Source: an optimization exercise on an open RTL-to-GDS flow (aim: small area and a short achievable clock period). Production flows keep margins and buffers that such runs may drop.
Only simulation tests tie the RTL to the original design; equivalence was not proved.
Power figures rest on the tool's default switching activity, not on a simulated workload.

## flow/config.mk

```make
export PLATFORM = sky130hd
export DESIGN_NAME = param_register_bank
export DESIGN_NICKNAME = param_register_bank
export VERILOG_FILES = /design/flow/design.v
export SDC_FILE = /design/flow/constraint.sdc
export NUM_CORES = 4
export LEC_CHECK = 0
export CAP_MARGIN = 20
export CORE_MARGIN = 2
export CORE_UTILIZATION = 25
export PLACE_DENSITY = 0.45
export SLEW_MARGIN = 20
```

## flow/design.v

```verilog
module param_register_bank #(
    parameter int unsigned DATA_WIDTH = 32,
    parameter int unsigned NUM_REGS   = 16,
    parameter int unsigned SEL_WIDTH  = 5,
    parameter int unsigned OUT_REG    = 1,
    parameter int unsigned SATURATE   = 0
) (
    input  logic                  clk_i,
    input  logic                  rst_i,
    input  logic [DATA_WIDTH-1:0] data_i,
    input  logic [NUM_REGS-1:0]   reg_sel_i,
    input  logic [2:0]            fun_sel_i,
    input  logic [SEL_WIDTH-1:0]  out_a_sel_i,
    input  logic [SEL_WIDTH-1:0]  out_b_sel_i,
    output logic [DATA_WIDTH-1:0] out_a_o,
    output logic [DATA_WIDTH-1:0] out_b_o,
    output logic [NUM_REGS-1:0]   valid_mask_o,
    output logic                  wrap_pulse_o
);
    localparam logic [DATA_WIDTH-1:0] AllOnes = '1;
    logic [DATA_WIDTH-1:0] regs_q [NUM_REGS];
    logic [DATA_WIDTH-1:0] regs_d [NUM_REGS];
    logic [NUM_REGS-1:0]   wrap_hit;
    logic [NUM_REGS-1:0]   mask_q, mask_d;
    logic                  wrap_q, wrap_d;
    logic [DATA_WIDTH-1:0] rd_a, rd_b;
    always_comb begin
        wrap_hit = '0;
        for (int k = 0; k < NUM_REGS; k++) begin
            regs_d[k] = regs_q[k];
            if (reg_sel_i[NUM_REGS-1-k]) begin
                unique case (fun_sel_i)
                    3'b000: begin
                        if (regs_q[k] == '0) begin
                            wrap_hit[k] = 1'b1;
                            regs_d[k]   = (SATURATE != 0) ? '0 : AllOnes;
                        end else begin
                            regs_d[k] = regs_q[k] - DATA_WIDTH'(1);
                        end
                    end
                    3'b001: begin
                        if (regs_q[k] == AllOnes) begin
                            wrap_hit[k] = 1'b1;
                            regs_d[k]   = (SATURATE != 0) ? AllOnes : '0;
                        end else begin
                            regs_d[k] = regs_q[k] + DATA_WIDTH'(1);
                        end
                    end
                    3'b010: regs_d[k] = data_i;
                    3'b011: regs_d[k] = '0;
                    3'b100: regs_d[k] = DATA_WIDTH'(data_i[7:0]);
                    3'b101: regs_d[k] = DATA_WIDTH'(data_i[15:0]);
                    3'b110: regs_d[k] = {regs_q[k][DATA_WIDTH-9:0], data_i[7:0]};
                    3'b111: regs_d[k] = DATA_WIDTH'($signed(data_i[15:0]));
                endcase
            end
        end
    end
    always_comb begin
        mask_d = mask_q | reg_sel_i;
        wrap_d = |wrap_hit;
    end
    always_ff @(posedge clk_i or posedge rst_i) begin
        if (rst_i) begin
            for (int k = 0; k < NUM_REGS; k++) begin
                regs_q[k] <= '0;
            end
            mask_q <= '0;
            wrap_q <= 1'b0;
        end else begin
            for (int k = 0; k < NUM_REGS; k++) begin
                regs_q[k] <= regs_d[k];
            end
            mask_q <= mask_d;
            wrap_q <= wrap_d;
        end
    end
    always_comb begin
        rd_a = '0;
        rd_b = '0;
        for (int k = 0; k < NUM_REGS; k++) begin
            if (out_a_sel_i == SEL_WIDTH'(k)) begin
                rd_a = (OUT_REG != 0) ? regs_d[k] : regs_q[k];
            end
            if (out_b_sel_i == SEL_WIDTH'(k)) begin
                rd_b = (OUT_REG != 0) ? regs_d[k] : regs_q[k];
            end
        end
    end
    if (OUT_REG != 0) begin : g_out_reg
        logic [DATA_WIDTH-1:0] out_a_q, out_b_q;
        always_ff @(posedge clk_i or posedge rst_i) begin
            if (rst_i) begin
                out_a_q <= '0;
                out_b_q <= '0;
            end else begin
                out_a_q <= rd_a;
                out_b_q <= rd_b;
            end
        end
        assign out_a_o = out_a_q;
        assign out_b_o = out_b_q;
    end else begin : g_out_comb
        assign out_a_o = rd_a;
        assign out_b_o = rd_b;
    end
    assign valid_mask_o = mask_q;
    assign wrap_pulse_o = wrap_q;
endmodule
```

## flow/constraint.sdc

```tcl
create_clock -name core_clock -period 6.0 [get_ports {clk_i}]
set_input_delay 1.2000 -clock core_clock [delete_from_list [all_inputs] [get_ports {clk_i}]]
set_output_delay 1.2000 -clock core_clock [all_outputs]
set_load 0.01 [all_outputs]
```

## flow/run.sh

```bash
#!/bin/bash
# synth_recipe.tcl (not shown) runs the flow's synth.tcl, then flattens the netlist and writes it again
# the make line also repeats each setting of config.mk as NAME=value (left out here)
make -C /OpenROAD-flow-scripts/flow DESIGN_CONFIG=/design/flow/config.mk WORK_HOME=/design/flow/orfs CLKGATE_MAP_FILE= SYNTH_SCRIPT=/design/flow/synth_recipe.tcl finish
```

==> results by group, run 1 <==
Layout
  • Fillers: 26960
  • Layout area overhead: 20.84%
  • Final nets: about 9000
  • Area of the multi-input gates: 43070 µm²
  • Storage element area: approximately 15000 µm²
  • Proportion of layout cells with a drive suffix above 1: between 10% and 20%
  • Final instance area: 75040 µm²
  • Post-layout util: 30.45%

Placed design
  • Placed cell areas: about 72000 µm²
  • Final GP Congestion: 1.124
  • Port Buffer Count: 143
  • Post-Place Setup Slack: -156.3 ps
  • DP HPWL: 410.0 mm

Critical path
  • Crit Path Category: in -> reg
  • Startpoint types: primary input
  • CP required: ~6700 ps
  • Worst path bufs/invs: 5
  • CP max-delay cell: o21a_1
  • CP arrival: 6500 ps
  • Crit end category: flop
  • Slowest stage delay, CP: 900 ps
  • Critical R2R Launch: regs_q[3][1]$_DFF_PP0_
  • Critical path, cell by cell: clkdlybuf4s50_1 -> buf_4 -> nand2b_1 -> buf_4 -> o21a_1 -> a21oi_1 -> a31oi_1 -> a2bb2oi_1 -> a221o_1 -> a221oi_1 -> buf_4 -> a211oi_1 -> buf_4 -> or3_1
  • Cell repeated most along the worst path: buf_4
  • Worst-path fanout max: 17
  • CP Launch Point: fun_sel_i[2]
  • Top Family by Delay on Critical Path: compound AO/OA/AOI/OAI gates

Outcome
  • Status: complete, no violations

Clock network
  • # H-tree levels: 3
  • Clock latency (worst-skew pair): 820 ps
  • Cts hold-fix bufs: 0
  • CTS resizes: 0
  • CTS Root Cell: clkbuf_16
  • Post-CTS Repair Setup Buffers: 0
  • CTS tree: built
  • Clk buf depth: 3
  • Sink Count: approximately 600
  • Reg clk slew, reported paths: 60 ps
  • CTS Buf Count: 93

Routing
  • Routed vias: 83260
  • Post-route DRC: 0
  • TritonRoute pass-1 iters: 9
  • 1st-iter DRT viols: 15230
  • Post-DR wirelength/cell: 42.69 µm
  • WL final: 528.1 mm
  • Routed vias/inst: between 6 and 7
  • Remaining antenna violation count: 0

Synth
  • Area leader, netlist: dfrtp_1
  • Yosys warns: 3
  • Async S/R FF share, synth: 100.0%
  • Top-area cell type share of the netlist area: 23.90%
  • Synthesized area per cell: 7.112 µm²
  • Mapped Cells: about 8700
  • Primary FF master, synth: dfrtp_1
  • EDFF count, synth: 0
  • Number of distinct library cells after synthesis: 97
  • Synthesized area: about 62000 µm²
  • Top post-synthesis cells by area: dfrtp_1, a21oi_1, clkbuf_1, nand2_1, nor2_1
  • Seq/Total Area, Yosys: 23.90%
  • Seq cells post-synth: ~590

GRT
  • Grt ovf: 0
  • Gr usage total: 40.18%
  • Largest net degree at the start of global routing: approximately 110
  • Initial antenna violation count: 89
  • First-pass GRT wire length: 699.2 mm
  • Vias in the first global route: 74770

STA
  • Max Slew Vio Count: 0
  • Final Hold Fails: 0
  • Clock Skew: 52.03 ps
  • RSZ-0062 raised after global routing: false
  • Finish-stage setup viols: 0
  • Min cycle time layout: 5807 ps
  • Slew margin rel.: under 10%
  • PnR worst setup slack: 193.2 ps
  • Max Freq: around 170 MHz
  • Worst-Margin Slew: 1346 ps
  • Crit share post-route: 96.78%

Pwr
  • Static leakage: ~28 nW
  • Power per Cell Area: 261.0 nW/µm²
  • Cell internal pwr: 0.01028 W
  • Maximum VDD drop: ~240 µV
  • Sequential share of power: 31.8%
  • Switching power: approximately 0.0093 W
  • Net Sw Frac: 47.52%
  • Logic pwr share: a little under two fifths
  • Clock power share: roughly 31%

Min path
  • Hold WC Path Type: reg -> reg
  • HP Start: mask_q[11]$_DFF_PP0_

Floorplanning
  • Die area: 252400 µm²
  • Core area: 246400 µm²
  • I/O pin cnt: between 100 and 150
  • Starting density of the core: 25.20%
  • Die X: approximately 500 µm
  • Die Height: around 500 µm
  • FP Rows: 182

Flow run
  • Max_cap viols: 0
==> cells by family after synthesis <==
kind of cell    Yosys count  synth area share, %
simple gates           3494                28.97
compound gates         2973                32.78
buf+inv                1213                7.433
flops                   593                23.90
xor+xnor                351                4.951
mux                      59               0.9974
fa+ha+maj                48               0.9672
==> registers in the layout (all words and copies together), names as in the netlist <==
register,flops
g_out_reg.out_b_q,32
regs_q,512
g_out_reg.out_a_q,32
mask_q,16
wrap_q,1
==> power groups by stage <==
stage / Combinational, W / Sequential [W] / Clock [W]
after global placement: 0.00686 / 0.00620 / 0
after CTS: 0.00686 / 0.00611 / 0.00619
after detailed placement: 0.00683 / 0.00617 / 0
after global routing: 0.00733 / 0.00627 / 0.00633
final: 0.00727 / 0.00622 / 0.00609
after floorplan: 0.00378 / 0.00499 / 0
==> synthesized netlist by cell type, types with 136 or more instances <==
cell and count:
a21oi_1 760, a31oi_1 144, and3_1 136, clkbuf_1 830
dfrtp_1 593, inv_1 276, nand2_1 826, nand3_1 387
nand4_1 252, nor2_1 666, nor3_1 316, nor4_1 238
o211ai_1 182, o21ai_0 434, xnor2_1 206, xor2_1 145
==> cell type report <==
| cell class | count | share of cell area (%) |
|---|---|---|
| repair buffers | 1044 | 11.42 |
| well taps | 3312 | 5.523 |
| multi-input cells | 6925 | 57.40 |
| diodes | 49 | 0.1634 |
| clock inverters | 43 | 0.7987 |
| inverters | 280 | 1.406 |
| clock buffers | 125 | 3.515 |
| flip-flops and latches | 593 | 19.78 |
==> metal layers <==
metal  vias to the layer above  track usage (%)  part of all wire, %  routed length [µm]
li1                      33800                -                    -                   -
met5                         -                0                0.055                 290
met4                        42            25.00                  7.3               38660
met3                      1187            13.03                   13               66310
met1                     41870            53.90                   41              215100
met2                      6364            54.96                   39              207800
==> cell usage in the layout (no fill, tap or decap), types with 182 or more instances in the layout <==
cell type,instances
a21oi_1,748
buf_4,863
dfrtp_1,593
inv_1,275
nand2_1,826
nand3_1,387
nand4_1,252
nor2_1,651
nor3_1,310
nor4_1,237
o211ai_1,182
o21ai_0,421
xnor2_1,205
==> final timing paths <==
kind | end | slack (ps) | cells past startpoint
worst max-delay path | g_out_reg.out_a_q[6]$_DFF_PP0_ | 190 | 14
worst min-delay path | mask_q[11]$_DFF_PP0_ | 460 | 1
worst max register to register | g_out_reg.out_a_q[8]$_DFF_PP0_ | 360 | 14
worst min register to register | mask_q[11]$_DFF_PP0_ | 460 | 1
max in group asynchronous | regs_q[2][4]$_DFF_PP0_ | 3780 | 3
min in group asynchronous | regs_q[15][7]$_DFF_PP0_ | 890 | 2
==> metrics by stage <==
| step | std cells | power, W | hold WS [ps] | TNS (ps) |
|---|---|---|---|---|
| 2_1_floorplan | 8731 | 0.008770 | 509.5 | -1948190 |
| 3_3_place_gp | 12150 | 0.01306 | 448.5 | -826.9 |
| 3_5_place_dp | 12150 | 0.01300 | 450.0 | -488.5 |
| 4_1_cts | 12320 | 0.01916 | 468.6 | 0 |
| 5_1_grt | 12330 | 0.01993 | 480.2 | 0 |
| 6_report | 12370 | 0.01958 | 464.1 | 0 |
==> worst register-to-register path: cells and delay by family, from the launching register on <==
kind                     cells  cell delay [ps]
AO/OA/AOI/OAI                6             2170
flip-flops                   1              600
buffers and inverters        3              800
adder cells (fa/ha/maj)      1              250
AND/OR/NAND/NOR              4             1500
==> run 2, diff against run 1 <==
==> flow/design.v (replaced) <==
module param_register_bank #(
    parameter int unsigned DATA_WIDTH = 32,
    parameter int unsigned NUM_REGS   = 16,
    parameter int unsigned SEL_WIDTH  = 5,
    parameter int unsigned OUT_REG    = 1,
    parameter int unsigned SATURATE   = 0
) (
    input  logic                  clk_i,
    input  logic                  rst_i,
    input  logic [DATA_WIDTH-1:0] data_i,
    input  logic [NUM_REGS-1:0]   reg_sel_i,
    input  logic [2:0]            fun_sel_i,
    input  logic [SEL_WIDTH-1:0]  out_a_sel_i,
    input  logic [SEL_WIDTH-1:0]  out_b_sel_i,
    output logic [DATA_WIDTH-1:0] out_a_o,
    output logic [DATA_WIDTH-1:0] out_b_o,
    output logic [NUM_REGS-1:0]   valid_mask_o,
    output logic                  wrap_pulse_o
);
    localparam int W = DATA_WIDTH;
    localparam int N = NUM_REGS;
    logic [W-1:0]         regs_q [N];    
    logic [W-1:0]         regs_d [N];
    logic [N-1:0]         mask_q;
    logic                 wrap_q;
    logic [SEL_WIDTH-1:0] sel_a_q, sel_b_q;
    logic op_dec, op_incdec, op_shift;
    assign op_incdec = (fun_sel_i[2:1] == 2'b00);
    assign op_dec    = ~fun_sel_i[0];
    assign op_shift  = (fun_sel_i == 3'b110);
    logic [W-1:0] zval;
    always_comb begin
        unique case (fun_sel_i)
            3'b000: zval = '1;
            3'b001: zval = W'(1);
            3'b010: zval = data_i;
            3'b011: zval = '0;
            3'b100: zval = W'(data_i[7:0]);
            3'b101: zval = W'(data_i[15:0]);
            3'b110: zval = W'(data_i[7:0]);
            3'b111: zval = W'($signed(data_i[15:0]));
        endcase
    end
    logic [N-1:0] wrap_hit;
    always_comb begin
        for (int k = 0; k < N; k++) begin
            logic en, sel_z, sel_s, sel_t;
            logic [W:0] c;    
            en    = reg_sel_i[N-1-k];
            sel_z = en & (~mask_q[N-1-k] | ~(op_incdec | op_shift));
            sel_s = en & mask_q[N-1-k] & op_shift;
            sel_t = en & mask_q[N-1-k] & op_incdec;
            c[0] = 1'b1;
            for (int i = 0; i < W; i++) begin
                c[i+1] = c[i] & (regs_q[k][i] ^ op_dec);
            end
            for (int i = 0; i < W; i++) begin
                if (sel_z || (sel_s && i < 8))
                    regs_d[k][i] = zval[i];
                else if (sel_s)
                    regs_d[k][i] = regs_q[k][(i >= 8) ? i - 8 : 0];
                else
                    regs_d[k][i] = regs_q[k][i] ^ (sel_t & c[i]);
            end
            wrap_hit[k] = en & op_incdec & (mask_q[N-1-k] ? c[W] : op_dec);
        end
    end
    always_ff @(posedge clk_i) begin
        for (int k = 0; k < N; k++) begin
            regs_q[k] <= regs_d[k];
        end
    end
    always_ff @(posedge clk_i or posedge rst_i) begin
        if (rst_i) begin
            mask_q  <= '0;
            wrap_q  <= 1'b0;
            sel_a_q <= '0;
            sel_b_q <= '0;
        end else begin
            mask_q  <= mask_q | reg_sel_i;
            wrap_q  <= |wrap_hit;
            sel_a_q <= out_a_sel_i;
            sel_b_q <= out_b_sel_i;
        end
    end
    always_comb begin
        out_a_o = '0;
        out_b_o = '0;
        for (int k = 0; k < N; k++) begin
            if (sel_a_q == SEL_WIDTH'(k) && mask_q[N-1-k]) out_a_o = out_a_o | regs_q[k];
            if (sel_b_q == SEL_WIDTH'(k) && mask_q[N-1-k]) out_b_o = out_b_o | regs_q[k];
        end
    end
    assign valid_mask_o = mask_q;
    assign wrap_pulse_o = wrap_q;
endmodule
==> run 2 against run 1 <==
  * Synthesized area fell by 27%
  * Clock skew fell by 20 ps
  * Utilization fell by 2.2 points
  * Worst hold slack improved by 170 ps
  * Die area fell by 27%
  * Worst setup slack improved by 150 ps
  * Highest routed layer unchanged
==> results by group, run 2 <==
Placed design
  • Port Buffer Count: 143 (unchanged)
  • Placed cell areas: 48510 µm² (-32%)
  • Placed Cells: 7920 (-35%)
  • Final GP Congestion: 1.094 (-2.7%)
  • DP HPWL: 232.9 mm (-43%)

Clock network
  • Reg clk slew, reported paths: 50 ps (about the same)
  • Clock latency (worst-skew pair): 740 ps (-80 ps)
  • Clk buf depth: 3 (unchanged)
  • CTS resizes: 0 (unchanged)
  • # H-tree levels: 3 (unchanged)
  • CTS tree: built
  • Sink Count: 539 (-9.1%)
  • Post-CTS Repair Setup Buffers: 0 (unchanged)
  • CTS Buf Count: 74 (-20%)
  • CTS Root Cell: clkbuf_16
  • Cts hold-fix bufs: 0 (unchanged)

GRT
  • Grt ovf: 0 (unchanged)
  • Largest net degree at the start of global routing: 103 (-1.9%)
  • First-pass GRT wire length: 424.4 mm (-39%)
  • Vias in the first global route: 45740 (-39%)
  • Gr usage total: 33.18% (-7.0 points)
  • Initial antenna violation count: 41 (-54%)

Critical path
  • CP Launch Point: sel_a_q[4]$_DFF_PP0_
  • R2r setup slk: 2280 ps (+1920 ps)
  • Crit Path Category: reg -> out
  • FF-to-FF End: regs_q[11][31]$_DFF_P_
  • CP required: 4800 ps (-1890 ps)
  • Crit path capture: out_a_o[3]
  • CP arrival: 4450 ps (-2050 ps)
  • Crit end category: output port
  • Startpoint types: flop
  • Worst-path fanout max: 32 (+15)
  • R2R cell count: 8 (-6)
  • Critical R2R Launch: mask_q[4]$_DFF_PP0_

Layout
  • Most flop-heavy register: regs_q
  • Proportion of layout cells with a drive suffix above 1: 9.268% (-5.4 points)
  • Layout area overhead: 12.24%
  • Number of flip-flops in the largest register: 512 (unchanged)
  • Non-filler cells, final: 8085 (-35%)
  • Most common cell after layout, fill and taps aside: dfxtp_1
  • Largest registers: regs_q x512, mask_q x16
  • Final instance area: 51090 µm² (-32%)
  • Most frequent cells in the layout: dfxtp_1, o21ai_0, nor2_1
  • Fillers: 19540 (-28%)
  • Final nets: 5689 (-37%)

Synth
  • EDFF count, synth: 16 (+16)
  • Post-synth top cells: clkbuf_1, dfxtp_1, o21ai_0
  • Top post-synthesis cells by area: dfxtp_1, xor2_1, clkbuf_1, a221oi_1, o21ai_0
  • Primary FF master, synth: dfxtp_1
  • Number of distinct library cells after synthesis: 102 (+5.2%)
  • Seq cells post-synth: 539 (-9.1%)
  • Synthesized area per cell: 7.519 µm² (+5.7%)
  • Mapped Cells: 6053 (-31%)
  • Count leader, synth: clkbuf_1
  • Top-area cell type share of the netlist area: 21.82% (-2.1 points)
  • Synthesized area: 45510 µm² (-27%)
  • Area leader, netlist: dfxtp_1
  • Yosys warns: 3 (unchanged)
  • Async S/R FF share, synth: 5.009% (-95 points)
  • Seq/Total Area, Yosys: 24.36% (+0.46 points)

Pwr
  • Sequential share of power: 45.2% (+13 points)
  • Switching power: 0.007025 W (-25%)
  • Net Sw Frac: 45.47% (-2.0 points)
  • Static leakage: 17.90 nW (-35%)
  • Clock power share: 30.2% (-0.9 points)
  • Maximum VDD drop: 223.4 µV (-5.6%)
  • Cell internal pwr: 0.008425 W (-18%)
  • Logic pwr share: 24.6% (-12 points)
  • Power per Cell Area: 302.4 nW/µm² (+16%)

Min path
  • Hold WC Path Type: reg -> reg
  • Hold Path Depth: 1 (unchanged)

STA
  • RSZ-0062 raised after global routing: false
  • Finish-stage setup viols: 0 (unchanged)
  • Clock Skew: 31.79 ps (-20.24 ps)
  • Worst-Margin Slew: 1236 ps (-109.9 ps)
  • Final setup TNS: 0 ps (unchanged)
  • Max Slew Vio Count: 0 (unchanged)
  • Crit share post-route: 94.20% (-2.6 points)
  • Max Freq: 176.9 MHz (+2.7%)
  • Final Hold Fails: 0 (unchanged)
  • Min cycle time layout: 5652 ps (-154.8 ps)
  • Slew margin rel.: 17.58% (+7.9 points)

Floorplanning
  • Core area: 180700 µm² (-27%)
  • Die X: 430.7 µm (-14%)
  • Starting density of the core: 25.18% (about the same)
  • Die area: 185500 µm² (-27%)
  • I/O pin cnt: 144 (unchanged)
  • Die Height: 430.7 µm (-14%)
  • FP Rows: 156 (-14%)

Flow run
  • Max_cap viols: 0 (unchanged)

Routing
  • Routed vias: 52020 (-38%)
  • Post-DR wirelength/cell: 39.61 µm (-7.2%)
  • WL final: 320.2 mm (-39%)
  • TritonRoute pass-1 iters: 9 (unchanged)
  • 1st-iter DRT viols: 7339 (-52%)
  • Routed vias/inst: 6.434 (-4.4%)
  • Remaining antenna violation count: 0 (unchanged)
  • Post-route DRC: 0 (unchanged)

Outcome
  • Status: complete, no violations
[run 2: changes by cell type in the layout (fill, tap and decap cells not counted), sizes merged, moves of 246 or more]
cell   previous run  this run
dfxtp             0       496
buf             916       216
nand2           828       425
inv             281        15
xor2            145       391
a21oi           760        82
dfrtp           593        27
[run 2: per-stage QoR]
stage | power (W) | utilization (%) | setup WS [ps] | hold WS [ps]
after floorplan | 0.007786 | - | 2347 | 525.7
after global placement | 0.01050 | 26.84 | 1066 | 656.0
after detailed placement | 0.01053 | 26.84 | 1056 | 640.7
after CTS | 0.01520 | 28.21 | 536.1 | 656.0
after global routing | 0.01575 | 28.23 | 507.8 | 669.2
final | 0.01545 | 28.26 | 348.0 | 639.1
[run 2: worst max-delay path, cell delays in order, from the launching register on]
cell             delay (ps)
dfrtp_1                 410
nor3b_1                 600
and3_2                 1140
a221oi_1                520
nand4_1                 440
clkdlybuf4s50_1         610
[run 2: cells by family after synthesis]
family                    share of synthesized area [%]
and+or+nand+nor                                   24.66
AOI/OAI and AO/OA                                 29.14
buffers and inverters                             7.859
xor gates and xnor gates                          11.72
DFF                                               24.36
muxes                                             2.262
other                                          0.008239
[run 2: metal layers]
layer	global-route usage, %	wire length [µm]
met1	41.83	128500
met2	48.79	133900
met3	7.328	29070
met4	26.03	28620
met5	0	69
[run 2: final cells by class]
type | instances | area, µm² | area share [%]
timing repair buffer | 358 | 3138 | 6.143
clock inverter | 25 | 271.5 | 0.5315
inverter | 13 | 48.80 | 0.09552
sequential | 539 | 11090 | 21.70
multi-input combinational | 4640 | 31300 | 61.27
tap | 2370 | 2965 | 5.805
clock buffer | 111 | 2203 | 4.313
antenna | 29 | 72.57 | 0.1421
[run 2: how the worst min path moves through the flow]
| stage | start | slack [ps] | to |
|---|---|---|---|
| floorplan | regs_q[4][4]$_DFF_P_ | 530 | regs_q[4][4]$_DFF_P_ |
| global placement | mask_q[14]$_DFF_PP0_ | 660 | mask_q[14]$_DFF_PP0_ |
| detailed placement | mask_q[14]$_DFF_PP0_ | 640 | mask_q[14]$_DFF_PP0_ |
| CTS | mask_q[14]$_DFF_PP0_ | 660 | mask_q[14]$_DFF_PP0_ |
| global route | mask_q[14]$_DFF_PP0_ | 670 | mask_q[14]$_DFF_PP0_ |
| finish | mask_q[14]$_DFF_PP0_ | 640 | mask_q[14]$_DFF_PP0_ |
[run 2: power groups by stage]
stage	Clock, W	Combinational [W]	Sequential [W]
after global placement	0	0.00367	0.00683
after detailed placement	0	0.00370	0.00683
after floorplan	0	0.00331	0.00448
after global routing	0.00485	0.00405	0.00685
final	0.00467	0.00379	0.00699
after CTS	0.00473	0.00372	0.00675
==> run 3, diff against run 2 <==
--- a/flow/design.v
+++ b/flow/design.v
@@ -23,7 +23,7 @@
     logic [W-1:0]         regs_d [N];
     logic [N-1:0]         mask_q;
     logic                 wrap_q;
-    logic [SEL_WIDTH-1:0] sel_a_q, sel_b_q;
+    logic [N-1:0]         rd_a_q, rd_b_q;    
     logic op_dec, op_incdec, op_shift;
     assign op_incdec = (fun_sel_i[2:1] == 2'b00);
     assign op_dec    = ~fun_sel_i[0];
@@ -74,21 +74,23 @@
         if (rst_i) begin
             mask_q  <= '0;
             wrap_q  <= 1'b0;
-            sel_a_q <= '0;
-            sel_b_q <= '0;
+            rd_a_q  <= '0;
+            rd_b_q  <= '0;
         end else begin
             mask_q  <= mask_q | reg_sel_i;
             wrap_q  <= |wrap_hit;
-            sel_a_q <= out_a_sel_i;
-            sel_b_q <= out_b_sel_i;
+            for (int k = 0; k < N; k++) begin
+                rd_a_q[k] <= (out_a_sel_i == SEL_WIDTH'(k)) & (mask_q[N-1-k] | reg_sel_i[N-1-k]);
+                rd_b_q[k] <= (out_b_sel_i == SEL_WIDTH'(k)) & (mask_q[N-1-k] | reg_sel_i[N-1-k]);
+            end
         end
     end
     always_comb begin
         out_a_o = '0;
         out_b_o = '0;
         for (int k = 0; k < N; k++) begin
-            if (sel_a_q == SEL_WIDTH'(k) && mask_q[N-1-k]) out_a_o = out_a_o | regs_q[k];
-            if (sel_b_q == SEL_WIDTH'(k) && mask_q[N-1-k]) out_b_o = out_b_o | regs_q[k];
+            if (rd_a_q[k]) out_a_o = out_a_o | regs_q[k];
+            if (rd_b_q[k]) out_b_o = out_b_o | regs_q[k];
         end
     end
     assign valid_mask_o = mask_q;
--- a/flow/config.mk
+++ b/flow/config.mk
@@ -9,4 +9,5 @@
 export CORE_MARGIN = 2
 export CORE_UTILIZATION = 25
 export PLACE_DENSITY = 0.45
+export SETUP_SLACK_MARGIN = 3
 export SLEW_MARGIN = 20
==> run 3 against run 2 <==
  * Utilization grew 6.6 points
  * Wire length increased by 9.4%
  * Combinational power increased by 23%
  * Critical path depth did not move
  * Total power increased by 12%
  * Register-to-register slack improved by 690 ps
  * Sequential share of layout area shrank 3.0 points
  * Clock skew hardly changed
  * Worst setup slack gained 1600 ps
==> results by group, run 3 <==
Routing
  • WL final: 350.2 mm (+9.4%)
  • Post-DR wirelength/cell: 40.60 µm (+2.5%)
  • Routed vias: 55410 (+6.5%)
  • Post-route DRC: 0 (unchanged)
  • Remaining antenna violation count: 0 (unchanged)
  • TritonRoute pass-1 iters: 8 (-1)
  • Routed vias/inst: 6.423 (-0.17%)
  • 1st-iter DRT viols: 7351 (+0.16%)

STA
  • Slew margin rel.: 17.91% (+0.33 points)
  • RSZ-0062 raised after global routing: true
  • Clock Skew: 31.36 ps (-0.4262 ps)
  • Final setup TNS: 0 ps (unchanged)
  • Finish-stage setup viols: 0 (unchanged)
  • Crit share post-route: 68.26% (-26 points)
  • Worst-Margin Slew: 1227 ps (-9.505 ps)
  • Min cycle time layout: 4096 ps (-1556 ps)
  • Max Slew Vio Count: 0 (unchanged)
  • Final Hold Fails: 0 (unchanged)
  • Max Freq: 244.2 MHz (+38%)

Clock network
  • Clk buf depth: 3 (unchanged)
  • CTS Root Cell: clkbuf_16
  • Clock latency (worst-skew pair): 760 ps (+20 ps)
  • CTS Buf Count: 80 (+8.1%)
  • Cts hold-fix bufs: 0 (unchanged)
  • Sink Count: 561 (+4.1%)
  • Reg clk slew, reported paths: 60 ps (about the same)
  • CTS tree: built
  • # H-tree levels: 3 (unchanged)

GRT
  • Vias in the first global route: 49170 (+7.5%)
  • Largest net degree at the start of global routing: 60 (-42%)
  • Initial antenna violation count: 54 (+32%)
  • Gr usage total: 35.94% (+2.8 points)
  • Grt ovf: 0 (unchanged)
  • First-pass GRT wire length: 456.7 mm (+7.6%)

Layout
  • Fillers: 18640 (-4.6%)
  • Most common cell after layout, fill and taps aside: dfxtp_1
  • Most frequent cells in the layout: dfxtp_1, nand2_1, buf_4
  • Final nets: 6231 (+9.5%)
  • Number of flip-flops in the largest register: 512 (unchanged)
  • Layout area overhead: 38.92%
  • Area of the multi-input gates: 35620 µm² (+14%)
  • Proportion of layout cells with a drive suffix above 1: 28.23% (+19 points)
  • Most flop-heavy register: regs_q
  • Final instance area: 62840 µm² (+23%)
  • Storage element area: 11720 µm² (+5.7%)

Synth
  • Yosys warns: 3 (unchanged)
  • Number of distinct library cells after synthesis: 93 (-8.8%)
  • Seq/Total Area, Yosys: 25.72% (+1.4 points)
  • Largest family of logic cells by synthesized area: compound AO/OA/AOI/OAI gates
  • Top-area cell type share of the netlist area: 21.95% (+0.13 points)
  • Simple-gate share of the synthesized area: 24.71% (+0.055 points)
  • Post-synthesis xor/xnor area fraction: 12.22% (+0.50 points)
  • Post-synthesis mux area share: 2.182% (-0.080 points)
  • Compound-Gate Fraction of Synth Area: 27.65% (-1.5 points)
  • Async S/R FF share, synth: 8.734% (+3.7 points)
  • Top post-synthesis cells by area: dfxtp_1, xor2_1, xnor2_1, a221oi_1, clkbuf_1
  • Count leader, synth: clkbuf_1
  • Primary FF master, synth: dfxtp_1
  • Post-synth top cells: clkbuf_1, dfxtp_1, nor2_1
  • Mapped Cells: 6019 (-0.56%)
  • Synthesized area: 45240 µm² (-0.61%)
  • Area leader, netlist: dfxtp_1
  • Synthesized area per cell: 7.516 µm² (about the same)
  • Seq cells post-synth: 561 (+4.1%)
  • EDFF count, synth: 16 (unchanged)
  • Post-Synth Adder-Cell Area: 0% (unchanged)

Flow run
  • Max_cap viols: 0 (unchanged)

Floorplanning
  • Die Height: 429.4 µm (-0.30%)
  • Core area: 180400 µm² (-0.22%)
  • FP Rows: 156 (unchanged)
  • Die area: 184400 µm² (-0.61%)
  • I/O pin cnt: 144 (unchanged)
  • Die X: 429.4 µm (-0.30%)
  • Starting density of the core: 25.08% (-0.10 points)

Critical path
  • Critical R2R Launch: regs_q[5][11]$_DFF_P_
  • Worst-path fanout max: 7 (-78%)
  • Startpoint types: flop
  • Worst path bufs/invs: 3 (+2)
  • Slowest stage delay, CP: 560 ps (-580 ps)
  • Crit end category: output port
  • Top Family by Delay on Critical Path: buffers and inverters
  • Critical path, cell by cell: buf_4 -> buf_8 -> a221oi_4 -> nand4_1 -> buf_2
  • CP required: 4800 ps (about the same)
  • R2r setup slk: 2970 ps (+690 ps)
  • CP max-delay cell: dfrtp_4
  • R2R cell count: 8 (unchanged)
  • Crit Path Category: reg -> out
  • Critical path depth: 5 (unchanged)
  • FF-to-FF End: regs_q[5][30]$_DFF_P_
  • CP arrival: 2900 ps (-1550 ps)

Placed design
  • DP HPWL: 240.6 mm (+3.3%)
  • Final GP Congestion: 1.068 (-2.4%)
  • Placed cell areas: 50780 µm² (+4.7%)
  • Port Buffer Count: 143 (unchanged)

Min path
  • Hold Path Depth: 3 (+2)
  • Hold WC Path Type: reg -> reg
  • Endpoint, Worst Hold: regs_q[8][24]$_DFF_P_
  • HP Start: regs_q[8][24]$_DFF_P_

Pwr
  • Static leakage: 23.15 nW (+29%)
  • Maximum VDD drop: 214.3 µV (-4.1%)
  • Power per Cell Area: 274.4 nW/µm² (-9.3%)

Outcome
  • Status: complete, no violations
run 3: stage by stage:
step | utilization (%) | std cells | power (W) | hold slack [ps] | setup WS (ps)
finish | 34.84 | 8626 | 0.01724 | 666.5 | 1904
global route | 34.81 | 8605 | 0.01748 | 710.2 | 1886
CTS | 32.67 | 8391 | 0.01655 | 663.9 | 2057
detailed placement | 28.15 | 7965 | 0.01101 | 652.3 | 974.6
global placement | 28.14 | 7963 | 0.01098 | 634.8 | 957.5
floorplan | - | 6034 | 0.008281 | 524.3 | 2171
run 3: worst reg2reg max path: cells and delay by family, from the launching register on:
family | cells | cell delay [ps]
simple gates | 4 | 1140
flops | 1 | 1020
compound gates | 2 | 370
buf+inv | 1 | 220
xor+xnor | 1 | 210
run 3: where the power goes:
part	internal, W	total, W	switching, W
clock	0.00307	0.00525	0.00218
sequential	0.00435	0.00733	0.00299
combinational	0.00193	0.00466	0.00273
total	0.00935	0.0172	0.00790
run 3: repair_timing:
action / in CTS / in global routing
gates cloned: 44 / 24
gates resized for setup: 804 / 359
endpoints found under the setup margin: 593 / 374
pin swaps: 175 / 257
hold endpoints to repair: 0 / 0
buffers inserted: 233 / 190
run 3: cells by family after synthesis:
group | Yosys count
mux | 97
xor+xnor | 631
other cells | 1
flops | 561
simple gates | 2178
buf+inv | 843
compound gates | 1708
run 3: worst max-delay path by stage:
stage,startpoint,to,slack (ps)
after floorplan,fun_sel_i[0],regs_q[14][26]$_DFF_P_,2170
after detailed placement,fun_sel_i[2],regs_q[8][31]$_DFF_P_,970
final,rd_a_q[15]$_DFF_PP0_,out_a_o[10],1900
after global placement,fun_sel_i[2],regs_q[8][31]$_DFF_P_,960
after global routing,rd_a_q[8]$_DFF_PP0_,out_a_o[28],1890
after CTS,rd_b_q[3]$_DFF_PP0_,out_b_o[10],2060
run 3: routing by layer:
layer  vias to the layer above  routed length, µm  global-route usage (%)
met2                      3861             141400                   52.03
met4                        18              35960                   28.69
li1                      22790                  -                       -
met5                         -                233                       0
met1                     27600             132200                   43.85
met3                      1140              40490                   11.08
run 3: layout make-up:
class / count / area share [%]
multi-input cells: 4641 / 56.68
well taps: 2370 / 4.719
clock buffers: 118 / 3.717
repair buffers: 852 / 15.20
diodes: 21 / 0.08363
flip-flops and latches: 561 / 18.65
inverters: 32 / 0.1991
clock inverters: 31 / 0.7566

what the ideal ports hide:
The results above use ideal ports. As a check the final layouts listed here were re-extracted and re-timed, cells and wires unchanged.
Step 1: set_driving_cell puts a clkbuf_16 on clk_i and a buf_2 on each other input, an assumption about the parent block.
Step 2 times the ports against the registers' clock, not the clock port: input delays grow and output delays shrink by t, the midpoint of the rising clock arrivals with the driver on.
a / b / c = ideal ports / drivers / drivers and shift; a / b = the first two.
run | t, ns | setup WS [ns] | cell pins on the clock port's net
run 1 | 0.885 | 0.193 / 0.264 / -0.621 | 1
run 2 | 0.800 | 0.348 / 0.266 / 0.986 | 1
run 3 | 0.833 | 1.904 / 1.811 / 1.536 | 1
Met with ideal ports but missed after step 2: setup timing in run 1. The setup slack of run 1, which loses most, moves by +0.071 ns with the drivers and by -0.814 ns with both steps.
